Background: an optimization exercise with open tools, aiming at small area, a short achievable clock period and few clock cycles per item. Do not read the settings as production practice. No run shown here included a check of the RTL's function; only the layout flow was run.

==> flow/design.v (outline; a module is shown in full before it is edited, if it fits) <==
// module pe_requant: 1203 lines
// module pe_requant_fa: 10 lines
// module pe_requant_ha: 9 lines
module pe_requant #(
    parameter int ACC_W  = 32,
    parameter int MULT_W = 16,
    parameter int CNT_W  = 16
) (
    input  logic              clk,
    input  logic              rst_n,
    input  logic              in_valid,
    output logic              in_ready,
    input  logic [ACC_W-1:0]  in_acc,
    input  logic [ACC_W-1:0]  in_bias,
    input  logic              in_last,
    output logic              out_valid,
    input  logic              out_ready,
    output logic [7:0]        out_data,
    output logic              out_last,
    input  logic              cfg_we,
    input  logic [MULT_W-1:0] cfg_mult,
    input  logic [4:0]        cfg_shift,
    input  logic [7:0]        cfg_zp,
    output logic              busy,
    output logic [CNT_W-1:0]  out_count
);
  // ...
==> flow/flow/run.sh <==
#!/bin/bash
# Standard layout, with plain buffers (not delay buffers) on the ports and a
# clock tree without dummy loads.
export BUFFER_PORTS_ARGS="-buffer_cell sky130_fd_sc_hd__buf_1"
export CTS_ARGS="-sink_clustering_enable -repair_clock_nets -dont_use_dummy_load -sink_clustering_size 30 -buf_list {sky130_fd_sc_hd__clkbuf_4 sky130_fd_sc_hd__clkbuf_8}"
bash standard.sh > standard.log 2>&1
==> flow/standard.sh <==
#!/bin/bash
# synth_recipe.tcl (not shown) runs the flow's synth.tcl, then flattens the netlist and writes it again
# the make line also repeats each setting of config.mk as NAME=value (left out here)
make -C /OpenROAD-flow-scripts/flow DESIGN_CONFIG=/design/flow/config.mk WORK_HOME=/design/flow/orfs CLKGATE_MAP_FILE= SYNTH_SCRIPT=/design/flow/synth_recipe.tcl "${@:-finish}"
==> flow/config.mk <==
export PLATFORM = sky130hd
export DESIGN_NAME = pe_requant
export DESIGN_NICKNAME = pe_requant
export VERILOG_FILES = /design/flow/design.v
export SDC_FILE = /design/flow/constraint.sdc
export NUM_CORES = 4
export LEC_CHECK = 0
export ABC_CLOCK_PERIOD_IN_PS = 4400
export CAP_MARGIN = 20
export CORE_MARGIN = 2
export CORE_UTILIZATION = 55
export CTS_BUF_LIST = sky130_fd_sc_hd__clkbuf_4 sky130_fd_sc_hd__clkbuf_8
export CTS_CLUSTER_SIZE = 30
export SETUP_SLACK_MARGIN = 5.0
export SLEW_MARGIN = 20
export SYNTH_HIERARCHICAL = 1
export SYNTH_MINIMUM_KEEP_SIZE = 0
==> flow/constraint.sdc <==
create_clock -name core_clock -period 9.0 [get_ports {clk}]
set_input_delay 1.8000 -clock core_clock [delete_from_list [all_inputs] [get_ports {clk}]]
set_output_delay 1.8000 -clock core_clock [all_outputs]
set_load 0.01 [all_outputs]
==> results.toml, run 1 <==
[status]
status = "no timing/DRC/antenna violations"

[final_layout]
final_cell_mix = "xnor2_1, a22oi_1, fa_1, nand2_1, dfxtp_1"
nNetsFinal = 2850
fin_cells = 2932
largestRegisters = "s2_x: 49 flops, s2_y: 48 flops, s1_sum: 33 flops"
multi_input_gates = 1851
sh_seq_area_pct = 21.40

[synth]
synth-simple-area-share_pct = 10.21
yosysWarnings = 10
synth_fa_ha_area_share_pct = 26.99
yosys.area.top_type = "fa_1"

[critical_path]
cp-startpoint = "cfg_zp_q[0]$_DFFE_PN0P_"
cp_max_fo = 8

[worst_hold_path]
holdPathEnd = "s2_last$_DFF_P_"

[global_route]
antenna_found_initial = 3
grt_usage_pct = 31.14

[sta]
timing.fmax_mhz = 191.7
worst_pin_slew_ns = 1.014

[detailed_routing]
drtAntennaViolNets = 0
wl_met3_um = 6728
drc = 0
wl_met1_um = 28050

[floorplan]
die_w_um = 207.0
start_util_pct = 55.66
==> run 2, diff against run 1 <==
--- a/flow/design.v
+++ b/flow/design.v
@@ -19,19 +19,20 @@
     input  logic [4:0]        cfg_shift,
     input  logic [7:0]        cfg_zp,
     output logic              busy,
     output logic [CNT_W-1:0]  out_count
 );
     localparam int SUM_W = ACC_W + 1;    
     localparam int W     = 49;           
     localparam int NDIG  = 9;            
-    localparam int NH    = 3;            
-    logic [NDIG-1:0] bone;
-    logic [NDIG-2:0] btwo, bneg;
+    localparam int NH    = 4;            
+    logic [MULT_W-1:0] cfg_mult_q;
+    logic [NDIG-1:0] bone;                
+    logic [NDIG-2:0] btwo, bneg;          
     logic [4:0]      cfg_shift_q;
     logic [7:0]      cfg_zp_q;
     logic        s1_vld, s2_vld, r3_vld;
     logic        s1_last, s2_last;
     logic        room_q;                  
     logic        any_q;                   
     logic        in_fire, pop, cfg_apply;
     assign in_ready  = room_q || out_ready;
@@ -1108,20 +1109,20 @@
                                 res = r3_sgn ? 8'd0 : 8'd255;
         else if (v[9])          res = 8'd0;
         else if (v[8])          res = 8'd255;
         else                    res = v[7:0];
     end
     assign r3_dat = {r3_last, res};
     logic [NH-1:0] h_vld, nh_vld;
     logic [8:0]    h_dat [NH];
-    assign out_valid = h_vld[0] || r3_vld;
-    assign out_data  = h_vld[0] ? h_dat[0][7:0] : r3_dat[7:0];
-    assign out_last  = h_vld[0] ? h_dat[0][8]   : r3_dat[8];
-    assign pop       = out_valid && out_ready;
+    assign out_valid = h_vld[0];
+    assign out_data  = h_dat[0][7:0];
+    assign out_last  = h_dat[0][8];
+    assign pop       = h_vld[0] && out_ready;
     always_comb begin
         if (r3_vld && !pop)      nh_vld = {h_vld[NH-2:0], 1'b1};
         else if (!r3_vld && pop) nh_vld = {1'b0, h_vld[NH-1:1]};
         else                     nh_vld = h_vld;
     end
     always_ff @(posedge clk) begin
         for (int k = 0; k < NH; k++) begin
             if (pop) begin
@@ -1155,43 +1156,37 @@
             s1_vld <= in_fire;
             s2_vld <= s1_vld;
             r3_vld <= s2_vld;
             h_vld  <= nh_vld;
             fl_q   <= fl_nxt;
         end
     end
     logic [17:0] mx;
-    logic [NDIG-1:0] bone_n;
-    logic [NDIG-2:0] btwo_n, bneg_n;
-    assign mx = {2'b00, cfg_mult};
+    assign mx = {2'b00, cfg_mult_q};
     always_comb begin
         for (int j = 0; j < NDIG; j++) begin
             logic m2, m1, m0;
             m2 = mx[2*j+1];
             m1 = mx[2*j];
             m0 = (j == 0) ? 1'b0 : mx[2*j-1];
-            bone_n[j] = m1 ^ m0;
+            bone[j] = m1 ^ m0;
             if (j < NDIG - 1) begin
-                btwo_n[j] = (m2 & ~m1 & ~m0) | (~m2 & m1 & m0);
-                bneg_n[j] = m2 & ~(m1 & m0);
+                btwo[j] = (m2 & ~m1 & ~m0) | (~m2 & m1 & m0);
+                bneg[j] = m2 & ~(m1 & m0);
             end
         end
     end
     always_ff @(posedge clk or negedge rst_n) begin
         if (!rst_n) begin
-            bone        <= NDIG'(1);         
-            btwo        <= '0;
-            bneg        <= '0;
+            cfg_mult_q  <= MULT_W'(1);
             cfg_shift_q <= 5'd0;
             cfg_zp_q    <= 8'd0;
         end else if (cfg_apply) begin
-            bone        <= bone_n;
-            btwo        <= btwo_n;
-            bneg        <= bneg_n;
+            cfg_mult_q  <= cfg_mult;
             cfg_shift_q <= cfg_shift;
             cfg_zp_q    <= cfg_zp;
         end
     end
     always_ff @(posedge clk or negedge rst_n) begin
         if (!rst_n) begin
             out_count <= '0;
         end else if (cfg_apply) begin
==> results.toml, run 2 <==
[synth]
syn_area_um2 = 23230
yosysTopAreaCellShare_pct = 19.99
ys_ff_latch = 242
synthArstFlopShare_pct = 23.14
synth-edff-count = 9
yosysSeqAreaShare_pct = 22.45
synth_ff_type = "dfxtp_1"
syn-instance-count = 2384
synth_fp_nets = 2833
yosysWarnings = 10
yosys.area.top_type = "fa_1"
synth_commonest_cells = "xnor2_1, fa_1, a22oi_1, dfxtp_1, clkbuf_1"
synth_most_common_cell = "xnor2_1"
ys_top_cells_by_area = "fa_1, dfxtp_1, xnor2_1"
synthDistinctLibCells = 108
avgSynthCellArea_um2 = 9.746

[detailed_routing]
first_pass_iters = 6
drtIter0Drc = 1926
wl_um = 74090
drtAntennaViolNets = 0
routed_via_density = 6.540
drc = 0
via_count = 19234
wl_per_cell_um = 25.19

[critical_path]
endpoint_kind = "primary output"
reg2reg_depth = 11
cp-endpoint = "busy"
worstPathCellList = "buf_1, or2_4, buf_6"
worst-endpoint-required_ns = 7.20
cp-start-kind = "input pin"
cp_slowest_stage_delay_ns = 0.23
cp_max_fo = 2
cp.arrival_ns = 2.23
cp-startpoint = "in_valid"
r2r-start = "s2_y[18]$_DFF_P_"
rr_endpoint = "r3_win[7]$_DFF_P_"
crit_type = "input pin to primary output"
slowest_stage = "or2_4"
rrSetupSlack_ns = 5.05

[final_layout]
largestRegisters = "s2_x: 49 flops, s2_y: 48 flops, h_dat: 36 flops"
diodes = 0
fin_cells = 2941
multi_input_area_um2 = 17190
syn_to_final_growth_pct = 8.352
fillCellCount = 3707
nNetsFinal = 2853
largest_register = "s2_x"
final-seq-area_um2 = 5228
drive_gt1_share_pct = 9.992
final_common_cell = "xnor2_1"
final_cell_mix = "xnor2_1, fa_1, a22oi_1, dfxtp_1, buf_1"
largest_reg_flops = 49

[clocking]
cts_tree = "done"
clkTransAtPathRegs_ns = 0.06
worst_skew_pair.late_latency_ns = 0.64
clock-sinks = 242
cts-root-buf = "clkbuf_8"
cts_hold_buffers = 0
clockBufferDepth = 3
cts_buffers = 45
h-tree-depth = 2

[sta]
whs_ns = 0.3293
finClkSkew_ns = 0.09821
slew_violations = 0
hold_viol = 0
setup-tns-final_ns = 0
timing.slew.headroom_pct = 27.77
report.final.setup_viol = 0
timing.fmax_mhz = 248.1
worst_slack_ns = 4.969
period_needed_ns = 4.031
rsz0062_at_grt = "true"
fin_crit_sh_pct = 44.79
worst_pin_slew_ns = 1.082

[placement]
io_buffers = 126
dpl.hpwl_um = 48810
globalplace.congestion = 0.9095
place_ws_ns = 4.321
dpl.cell_count = 2862

[floorplan]
rows = 75
core_um2 = 41850
die_w_um = 209.5
die_h_um = 209.5
dieArea_um2 = 43900
start_util_pct = 55.51
ios = 127

[global_route]
antenna_found_initial = 0
grt_pass1_wl_um = 112100
overflow = 0
grt_usage_pct = 33.36
grt_max_degree = 59
grt_pass1_vias = 19079

[worst_hold_path]
hold_depth = 0
holdCritPathClass = "flip-flop to flip-flop"

[run]
max_cap_viol_count = 0

[status]
status = "no timing/DRC/antenna violations"
-- run 2: changes by cell type after synthesis, sizes merged, moves of 11 or more --
| cell | change |
|---|---|
| buf | +23 |
| a22oi | -30 |
| o221ai | +11 |
| nand2 | -69 |
| xnor2 | -32 |
| mux2i | +28 |
| o21ai | -16 |
| a22o | +29 |
| clkbuf | -28 |
-- run 2: cells by family after synthesis --
logic type	Yosys count	share of synthesized area (%)
AOI/OAI and AO/OA	667	20.81
xor gates and xnor gates	310	11.69
adders and majority gates	351	26.39
buffers and inverters	287	5.078
DFF	242	22.45
muxes	95	4.502
and+or+nand+nor	432	9.080
-- run 2: per-module statistics from Yosys (local to each module, per instance) --
module         copies in the design  flops+latches
pe_requant                        1            242
pe_requant_fa                   220              0
pe_requant_ha                    18              0
-- run 2: critical path: cells and delay by family --
kind,cells,cell delay (ns)
buf+inv,2,0.20
simple gates,1,0.23
-- run 2: cell type report --
| class | count | share of cell area, % |
|---|---|---|
| Tap cell | 539 | 2.679 |
| Sequential cell | 242 | 20.77 |
| Timing Repair inverter | 3 | 0.1044 |
| Timing Repair Buffer | 170 | 4.081 |
| Clock buffer | 45 | 2.460 |
| Multi-Input combinational cell | 1860 | 68.30 |
| Inverter | 82 | 1.610 |
-- run 2: repair_timing --
item | 4_1_cts | 5_1_grt
gates cloned | 7 | 1
pin swaps | 11 | 6
setup endpoints to repair | 79 | 60
buffers inserted | 22 | 4
resized for setup | 45 | 49
-- run 2: how the worst min path moves through the flow --
stage	slack, ns	endpoint	start
after floorplan	0.31	r3_last$_DFF_P_	s2_last$_DFF_P_
after global placement	0.31	r3_last$_DFF_P_	s2_last$_DFF_P_
final	0.33	s2_last$_DFF_P_	s1_last$_DFF_P_
after global routing	0.34	s2_last$_DFF_P_	s1_last$_DFF_P_
after detailed placement	0.32	s2_last$_DFF_P_	s1_last$_DFF_P_
after CTS	0.33	s2_last$_DFF_P_	s1_last$_DFF_P_
-- run 2: layer usage --
metal | routed length, um | global-route usage, % | vias up
met4 | 3228 | 13.82 | 0
met1 | 30420 | 43.83 | 9481
met5 | 0 | 0 | -
met3 | 6543 | 7.287 | 219
li1 | - | - | 8523
met2 | 33900 | 53.66 | 1011
-- run 2: metrics by stage --
stage	utilization [%]	cell area, um2
after floorplan	-	23250
after global placement	56.74	23750
after detailed placement	56.74	23750
after CTS	59.54	24920
after global routing	60.15	25170
final	60.15	25170

port drivers added, routing unchanged:
The flow's constraints put no driver on any port. The routed layouts listed below were extracted and timed again, unchanged, in two steps.
Step 1 sets driving cells, clkbuf_16 on the clock port and buf_2 on the other inputs (assumed; they add their load-dependent delay and slew).
Step 2 moves the port delays by t, midway between the first and last clock arrival at a register: inputs arrive t later, outputs are due t later. That takes back most of the time a late clock gives input paths.
Slacks: ideal / step 1 / step 2; pairs: ideal / step 1.
run	shift t [ns]	setup WS [ns]	worst setup path after step 2	worst data-port slew with drivers (ns)
run 1	0.647	3.783 / 3.729 / 4.377	register to output	0.07
run 2	0.643	4.969 / 4.947 / 4.573	input to register	0.09
After both steps every run listed still meets setup and hold. For run 2, which loses most, drivers alone change the setup slack by -0.022 ns; drivers and shift together by -0.396 ns.
